Context: an optimization exercise on an open-source flow, tuned for small area, a short achievable clock period and few clock cycles. The choices shown serve that exercise and are no tape-out recipe. At most, simulation tests tie the RTL to the original design; equivalence was not proved. Power figures rest on the tool's default switching activity, not on a simulated workload.

==> run a: inputs <==
// hrlf_top
module hrlf_top (
  input  wire        clk_i,
  input  wire        rst_ni,
  input  wire        push,
  input  wire [7:0]  rx_byte,
  input  wire        restart,
  output wire        full,
  output wire        empty,
  input  wire        pop,
  output wire        message_done,
  output wire        length_error,
  output wire [31:0] message_length
);
  localparam logic [119:0] FieldName = "Content-Length:";
  logic        in_v_q;        
  logic [7:0]  b_q;           
  logic        r_q;           
  logic        out_valid_q;   
  logic        out_err_q;     
  logic        fresh_q;       
  logic        body_q;        
  logic        field_q;       
  logic        dig_q;         
  logic        seen_q;        
  logic [3:0]  nidx_q;        
  logic [1:0]  eidx_q;        
  logic [31:0] cnt_q;         
  logic [31:0] len_q;         
  wire full_w = in_v_q && out_valid_q;
  wire proc   = in_v_q && !out_valid_q;
  wire [7:0] b = b_q;
  wire nw      = fresh_q || r_q;
  assign full           = full_w;
  assign empty          = !out_valid_q;
  assign message_done   = !out_err_q;
  assign length_error   = out_err_q;
  assign message_length = out_err_q ? 32'd0 : cnt_q;
  wire       body  = body_q && !nw;
  wire       field = field_q && !nw;
  wire       seen  = seen_q && !nw;
  wire is_cr  = (b == 8'h0d);
  wire is_lf  = (b == 8'h0a);
  wire is_sp  = (b == 8'h20);
  wire is_dig = (b[7:4] == 4'h3) && (b[3:0] <= 4'd9);
  logic [7:0] nchar;
  always_comb begin
    nchar = FieldName[119 -: 8];
    for (int k = 0; k < 15; k++) begin
      if (nidx_q == 4'(k)) nchar = FieldName[(14-k)*8 +: 8];
    end
  end
  ...
Settings: LEC_CHECK=0, CAP_MARGIN=20, CORE_MARGIN=2, CORE_UTILIZATION=40, CTS_BUF_LIST=sky130_fd_sc_hd__clkbuf_4 sky130_fd_sc_hd__clkbuf_8, SETUP_SLACK_MARGIN=3, SLEW_MARGIN=20; clock period 6.0 ns.
standard.sh (not shown) runs the stock make flow with config.mk's settings and CLKGATE_MAP_FILE= SYNTH_SCRIPT=/design/flow/synth_recipe.tcl, a recipe that flattens the netlist after the stock synthesis.
==> flow/flow/run.sh <==
#!/bin/bash
# layout flow: the standard flow, with plain buffers on the ports
# (the standard flow's port buffers are 0.5 ns delay cells)
set -euo pipefail
bash standard.sh synth > synth.log 2>&1
bash standard.sh BUFFER_PORTS_ARGS="-buffer_cell sky130_fd_sc_hd__buf_1" finish > layout.log 2>&1
==> run b (differences from run a) <==
--- a/flow/design.v
+++ b/flow/design.v
@@ -16,30 +16,36 @@
   localparam logic [119:0] FieldName = "Content-Length:";
   logic        in_v_q;        
   logic [7:0]  b_q;           
   logic        r_q;           
   logic        out_valid_q;   
   logic        out_err_q;     
+  logic        err_pend_q;    
+  logic        one_q;         
   logic        fresh_q;       
   logic        body_q;        
   logic        field_q;       
   logic        dig_q;         
   logic        seen_q;        
   logic [3:0]  nidx_q;        
   logic [1:0]  eidx_q;        
   logic [31:0] cnt_q;         
   logic [31:0] len_q;         
-  wire full_w = in_v_q && out_valid_q;
-  wire proc   = in_v_q && !out_valid_q;
+  wire busy    = out_valid_q || err_pend_q;
+  wire full_w  = in_v_q && busy && !fresh_q;
+  wire proc    = in_v_q && (!busy || fresh_q);
+  wire pop_now = out_valid_q && pop;
+  wire cnt_one = (pop_now && (one_q || proc)) || (proc && !busy && nw);
+  wire cnt_ci  = proc && !nw;
   wire [7:0] b = b_q;
   wire nw      = fresh_q || r_q;
   assign full           = full_w;
   assign empty          = !out_valid_q;
   assign message_done   = !out_err_q;
   assign length_error   = out_err_q;
-  assign message_length = out_err_q ? 32'd0 : cnt_q;
+  assign message_length = cnt_q;
   wire       body  = body_q && !nw;
   wire       field = field_q && !nw;
   wire       seen  = seen_q && !nw;
   wire is_cr  = (b == 8'h0d);
   wire is_lf  = (b == 8'h0a);
   wire is_sp  = (b == 8'h20);
@@ -136,44 +142,44 @@
   wire ia_27_0 = ia_27_16 & ia_15_0;
   wire ia_28_0 = ia_28_16 & ia_15_0;
   wire ia_29_0 = ia_29_16 & ia_15_0;
   wire ia_30_0 = ia_30_16 & ia_15_0;
   wire ia_31_0 = ia_31_16 & ia_15_0;
   wire [31:0] inc_c;
-  assign inc_c[0] = proc;
-  assign inc_c[1] = proc & cnt_q[0];
-  assign inc_c[2] = proc & ia_1_0;
-  assign inc_c[3] = proc & ia_2_0;
-  assign inc_c[4] = proc & ia_3_0;
-  assign inc_c[5] = proc & ia_4_0;
-  assign inc_c[6] = proc & ia_5_0;
-  assign inc_c[7] = proc & ia_6_0;
-  assign inc_c[8] = proc & ia_7_0;
-  assign inc_c[9] = proc & ia_8_0;
-  assign inc_c[10] = proc & ia_9_0;
-  assign inc_c[11] = proc & ia_10_0;
-  assign inc_c[12] = proc & ia_11_0;
-  assign inc_c[13] = proc & ia_12_0;
-  assign inc_c[14] = proc & ia_13_0;
-  assign inc_c[15] = proc & ia_14_0;
-  assign inc_c[16] = proc & ia_15_0;
-  assign inc_c[17] = proc & ia_16_0;
-  assign inc_c[18] = proc & ia_17_0;
-  assign inc_c[19] = proc & ia_18_0;
-  assign inc_c[20] = proc & ia_19_0;
-  assign inc_c[21] = proc & ia_20_0;
-  assign inc_c[22] = proc & ia_21_0;
-  assign inc_c[23] = proc & ia_22_0;
-  assign inc_c[24] = proc & ia_23_0;
-  assign inc_c[25] = proc & ia_24_0;
-  assign inc_c[26] = proc & ia_25_0;
-  assign inc_c[27] = proc & ia_26_0;
-  assign inc_c[28] = proc & ia_27_0;
-  assign inc_c[29] = proc & ia_28_0;
-  assign inc_c[30] = proc & ia_29_0;
-  assign inc_c[31] = proc & ia_30_0;
+  assign inc_c[0] = cnt_ci;
+  assign inc_c[1] = cnt_ci & cnt_q[0];
+  assign inc_c[2] = cnt_ci & ia_1_0;
+  assign inc_c[3] = cnt_ci & ia_2_0;
+  assign inc_c[4] = cnt_ci & ia_3_0;
+  assign inc_c[5] = cnt_ci & ia_4_0;
+  assign inc_c[6] = cnt_ci & ia_5_0;
+  assign inc_c[7] = cnt_ci & ia_6_0;
+  assign inc_c[8] = cnt_ci & ia_7_0;
+  assign inc_c[9] = cnt_ci & ia_8_0;
+  assign inc_c[10] = cnt_ci & ia_9_0;
+  assign inc_c[11] = cnt_ci & ia_10_0;
+  assign inc_c[12] = cnt_ci & ia_11_0;
+  assign inc_c[13] = cnt_ci & ia_12_0;
+  assign inc_c[14] = cnt_ci & ia_13_0;
+  assign inc_c[15] = cnt_ci & ia_14_0;
+  assign inc_c[16] = cnt_ci & ia_15_0;
+  assign inc_c[17] = cnt_ci & ia_16_0;
+  assign inc_c[18] = cnt_ci & ia_17_0;
+  assign inc_c[19] = cnt_ci & ia_18_0;
+  assign inc_c[20] = cnt_ci & ia_19_0;
+  assign inc_c[21] = cnt_ci & ia_20_0;
+  assign inc_c[22] = cnt_ci & ia_21_0;
+  assign inc_c[23] = cnt_ci & ia_22_0;
+  assign inc_c[24] = cnt_ci & ia_23_0;
+  assign inc_c[25] = cnt_ci & ia_24_0;
+  assign inc_c[26] = cnt_ci & ia_25_0;
+  assign inc_c[27] = cnt_ci & ia_26_0;
+  assign inc_c[28] = cnt_ci & ia_27_0;
+  assign inc_c[29] = cnt_ci & ia_28_0;
+  assign inc_c[30] = cnt_ci & ia_29_0;
+  assign inc_c[31] = cnt_ci & ia_30_0;
   wire [31:0] cnt_inc = cnt_q ^ inc_c;
   wire hmax = ia_31_0 && !nw;
   wire [31:0] len_n = ~len_q;
   wire da_1_0 = len_n[1] & len_n[0];
   wire da_3_2 = len_n[3] & len_n[2];
   wire da_5_4 = len_n[5] & len_n[4];
@@ -558,24 +564,33 @@
   wire [31:0] x10 = x10_p0 ^ x10_c;
   wire ovf10 = (|len_q[31:29]) || xa_g_31_0 || (xa_p_31_0 && x10_ci);
   wire f_ok  = is_cr || (!dig_q && is_sp) || (is_dig && !ovf10);
   wire err   = !body && (hmax || (field && !f_ok) || (hdr_end && seen && lnz && ovf_hl));
   wire done  = body ? len_is1 : (!hmax && hdr_end && !(seen && lnz));
   wire emit  = proc && (err || done);
+  wire emit_done = proc && done;
   wire to_body  = !body && hdr_end && seen && lnz;
   wire to_field = !body && !field && !seen && name_done;
   always_ff @(posedge clk_i or negedge rst_ni) begin
     if (!rst_ni) begin
       in_v_q      <= 1'b0;
       out_valid_q <= 1'b0;
+      err_pend_q  <= 1'b0;
+      one_q       <= 1'b0;
       fresh_q     <= 1'b1;
     end else begin
       if (!full_w) begin
         in_v_q <= push;
       end
-      if (emit) begin
+      err_pend_q <= proc && err;
+      if (pop_now) begin
+        one_q <= 1'b0;
+      end else if (proc && busy) begin
+        one_q <= 1'b1;
+      end
+      if (emit_done || err_pend_q) begin
         out_valid_q <= 1'b1;
       end else if (pop) begin
         out_valid_q <= 1'b0;
       end
       if (proc) begin
         fresh_q <= emit;
@@ -584,16 +599,22 @@
   end
   always_ff @(posedge clk_i) begin
     if (!full_w) begin
       b_q <= rx_byte;
       r_q <= restart;
     end
-    if (emit) begin
-      out_err_q <= err;
+    if (emit_done || err_pend_q) begin
+      out_err_q <= err_pend_q;
+    end
+    if (err_pend_q) begin
+      cnt_q <= 32'd0;
+    end else if (cnt_one) begin
+      cnt_q <= 32'd1;
+    end else begin
+      cnt_q <= cnt_inc;
     end
-    cnt_q <= (proc && nw) ? 32'd1 : cnt_inc;
     if (proc) begin
       body_q  <= body || to_body;
       field_q <= field ? !is_cr : to_field;
       dig_q   <= field && (dig_q || is_dig);
       seen_q  <= seen || (field && is_cr);
       nidx_q  <= nidx_nx;
==> flow/config.mk (replaced) <==
export PLATFORM = sky130hd
export DESIGN_NAME = hrlf_top
export DESIGN_NICKNAME = hrlf_top
export VERILOG_FILES = /design/flow/design.v
export SDC_FILE = /design/flow/constraint.sdc
export NUM_CORES = 4
export LEC_CHECK = 0
export CAP_MARGIN = 20
export CORE_MARGIN = 2
export CORE_UTILIZATION = 60
export CTS_BUF_LIST = sky130_fd_sc_hd__clkbuf_8 sky130_fd_sc_hd__clkbuf_16
export CTS_CLUSTER_DIAMETER = 150
export CTS_CLUSTER_SIZE = 50
export SETUP_SLACK_MARGIN = 3
export SLEW_MARGIN = 20
==> run c (differences from run a) <==
--- a/flow/design.v
+++ b/flow/design.v
@@ -41,23 +41,28 @@
   wire       field = field_q && !nw;
   wire       seen  = seen_q && !nw;
   wire is_cr  = (b == 8'h0d);
   wire is_lf  = (b == 8'h0a);
   wire is_sp  = (b == 8'h20);
   wire is_dig = (b[7:4] == 4'h3) && (b[3:0] <= 4'd9);
-  logic [7:0] nchar;
+  logic [14:0] name_eq;    
+  logic [14:0] name_at;    
+  logic [14:0] name_hit;   
+  logic [3:0]  nidx_nx;
   always_comb begin
-    nchar = FieldName[119 -: 8];
     for (int k = 0; k < 15; k++) begin
-      if (nidx_q == 4'(k)) nchar = FieldName[(14-k)*8 +: 8];
+      name_eq[k]  = (b == FieldName[(14-k)*8 +: 8]);
+      name_at[k]  = (nidx_q == 4'(k));
+      name_hit[k] = name_eq[k] && name_at[k] && !nw;
+    end
+    nidx_nx = {3'd0, name_eq[0]};
+    for (int k = 1; k < 14; k++) begin
+      nidx_nx = nidx_nx | ({4{name_hit[k]}} & 4'(k + 1));
     end
   end
-  wire       is_c      = (b == FieldName[119 -: 8]);
-  wire       name_hit  = (b == nchar) && !nw;
-  wire       name_done = name_hit && (nidx_q == 4'd14);
-  wire [3:0] nidx_nx   = (name_hit && !name_done) ? nidx_q + 4'd1 : {3'd0, is_c};
+  wire       name_done = name_hit[14];
   wire       end_hit = eidx_q[0] ? is_lf : is_cr;
   wire [1:0] eidx_nx = (end_hit && !nw) ? eidx_q + 2'd1 : {1'b0, is_cr};
   wire       hdr_end = !nw && !field_q && is_lf && (eidx_q == 2'd3);
   wire ia_1_0 = cnt_q[1] & cnt_q[0];
   wire ia_3_2 = cnt_q[3] & cnt_q[2];
   wire ia_5_4 = cnt_q[5] & cnt_q[4];
@@ -353,16 +358,15 @@
   wire hl_g_15_0 = hl_g_15_8 | (hl_p_15_8 & hl_g_7_0);
   wire hl_p_15_0 = hl_p_15_8 & hl_p_7_0;
   wire hl_g_31_0 = hl_g_31_16 | (hl_p_31_16 & hl_g_15_0);
   wire hl_p_31_0 = hl_p_31_16 & hl_p_15_0;
   wire ovf_hl = hl_g_31_0 | hl_p_31_0;
   wire [2:0]  x10_lo = b[3] ? 3'b111 : b[2:0];
-  wire        x10_slot = b[3];
-  wire        x10_ci = b[3] && b[0];
   wire [31:0] x10_a  = {len_q[28:0], x10_lo};
-  wire [31:0] x10_b  = {len_q[30:0], x10_slot};
+  wire [31:0] x10_b  = {len_q[30:0], b[3]};
+  wire        x10_ci = b[3] && b[0];
   wire [31:0] x10_g0 = x10_a & x10_b;
   wire [31:0] x10_p0 = x10_a ^ x10_b;
   wire xa_g_1_0 = x10_g0[1] | (x10_p0[1] & x10_g0[0]);
   wire xa_p_1_0 = x10_p0[1] & x10_p0[0];
   wire xa_g_3_2 = x10_g0[3] | (x10_p0[3] & x10_g0[2]);
   wire xa_p_3_2 = x10_p0[3] & x10_p0[2];
--- a/flow/config.mk
+++ b/flow/config.mk
@@ -6,8 +6,8 @@
 export NUM_CORES = 4
 export LEC_CHECK = 0
 export CAP_MARGIN = 20
 export CORE_MARGIN = 2
 export CORE_UTILIZATION = 40
 export CTS_BUF_LIST = sky130_fd_sc_hd__clkbuf_4 sky130_fd_sc_hd__clkbuf_8
-export SETUP_SLACK_MARGIN = 3
+export SETUP_SLACK_MARGIN = 3.4
 export SLEW_MARGIN = 20
==> comparison table <==
| quantity | run a | run c | run b |
|---|---|---|---|
| Status | finished clean | finished clean | finished clean |
| Via count of the first global-routing pass | 5508 | 5874 | 5286 |
| Vias after detailed routing | 5889 | 6355 | 5702 |
| Reported sequential group power | 950 uW | 902 uW | 1.27 mW |
| Clk. pwr | 471 uW | 450 uW | 421 uW |
| Count of non-CTS inverters in the layout | 25 | 23 | 30 |
| Min Hold Slack | 0.501 ns | 0.534 ns | 0.514 ns |
| Relative slew margins | 42.0% | 47.4% | 45.1% |
| Net Sw Power | 1.17 mW | 1.18 mW | 1.89 mW |
| Clock share of power | 17.0% | 15.8% | 10.5% |
| Number of storage elements in the synthesis netlist | 87 | 87 | 89 |
| CP Launch Point | len_q[9]$_DFFE_PP_ | b_q[3]$_DFFE_PN_ | len_q[18]$_DFFE_PP_ |
| Area share of fa/ha/maj cells after synthesis | 8.48% | 7.67% | 8.61% |
| Critical path data required time | 6.11 ns | 6.16 ns | 6.11 ns |
| Unique masters post-synth | 68 | 69 | 67 |
| Met2 usage in global routing | 32.2% | 34.7% | 44.7% |
| Combinational group share of total power | 48.7% | 52.4% | 57.8% |
| Most common library cell in the layout ignoring fill and taps | sky130_fd_sc_hd__nor2_1 | sky130_fd_sc_hd__buf_4 | sky130_fd_sc_hd__nor2_1 |
| Routed length on met1 | 8140 um | 8540 um | 7210 um |
| Fraction of the mapped netlist area in compound gates | 18.7% | 17.4% | 19.9% |
| Worst path arrival time | 3.17 ns | 2.95 ns | 2.97 ns |
| Worst reg2reg setup slack | 2.94 ns | 3.21 ns | 3.14 ns |
| Met1 capacity usage during global routing | 28.8% | 27.5% | 39.3% |
| XOR/XNOR share of the synthesized area | 10.7% | 9.30% | 11.1% |
Testbench counts of run c, summed over its fixed seeds: cycles 66,475.
Function not checked in run a and run b: the RTL went through the layout flow alone.

-- static timing again, ports no longer ideal --
Ports are ideal in the flow. The routed layouts listed here were re-timed in OpenROAD.
Step 1 assumes that a clkbuf_16 drives the clock port and a buf_2 every other input.
Step 2 moves the port delays by t, midway between the first and last clock arrival at a register: inputs arrive t later, outputs are due t later. That takes back most of the time a late clock gives input paths.
Slacks: ideal / step 1 / step 2; pairs: ideal / step 1.
run	t, ns	slack for setup (ns)	worst hold slack (ns)
run a	0.420	2.937 / 2.937 / 2.937	0.501 / 0.501 / 0.501
run b	0.416	3.140 / 3.140 / 3.140	0.514 / 0.514 / 0.514
run c	0.428	3.209 / 3.209 / 3.209	0.534 / 0.534 / 0.534
After both steps every run listed still meets setup and hold.
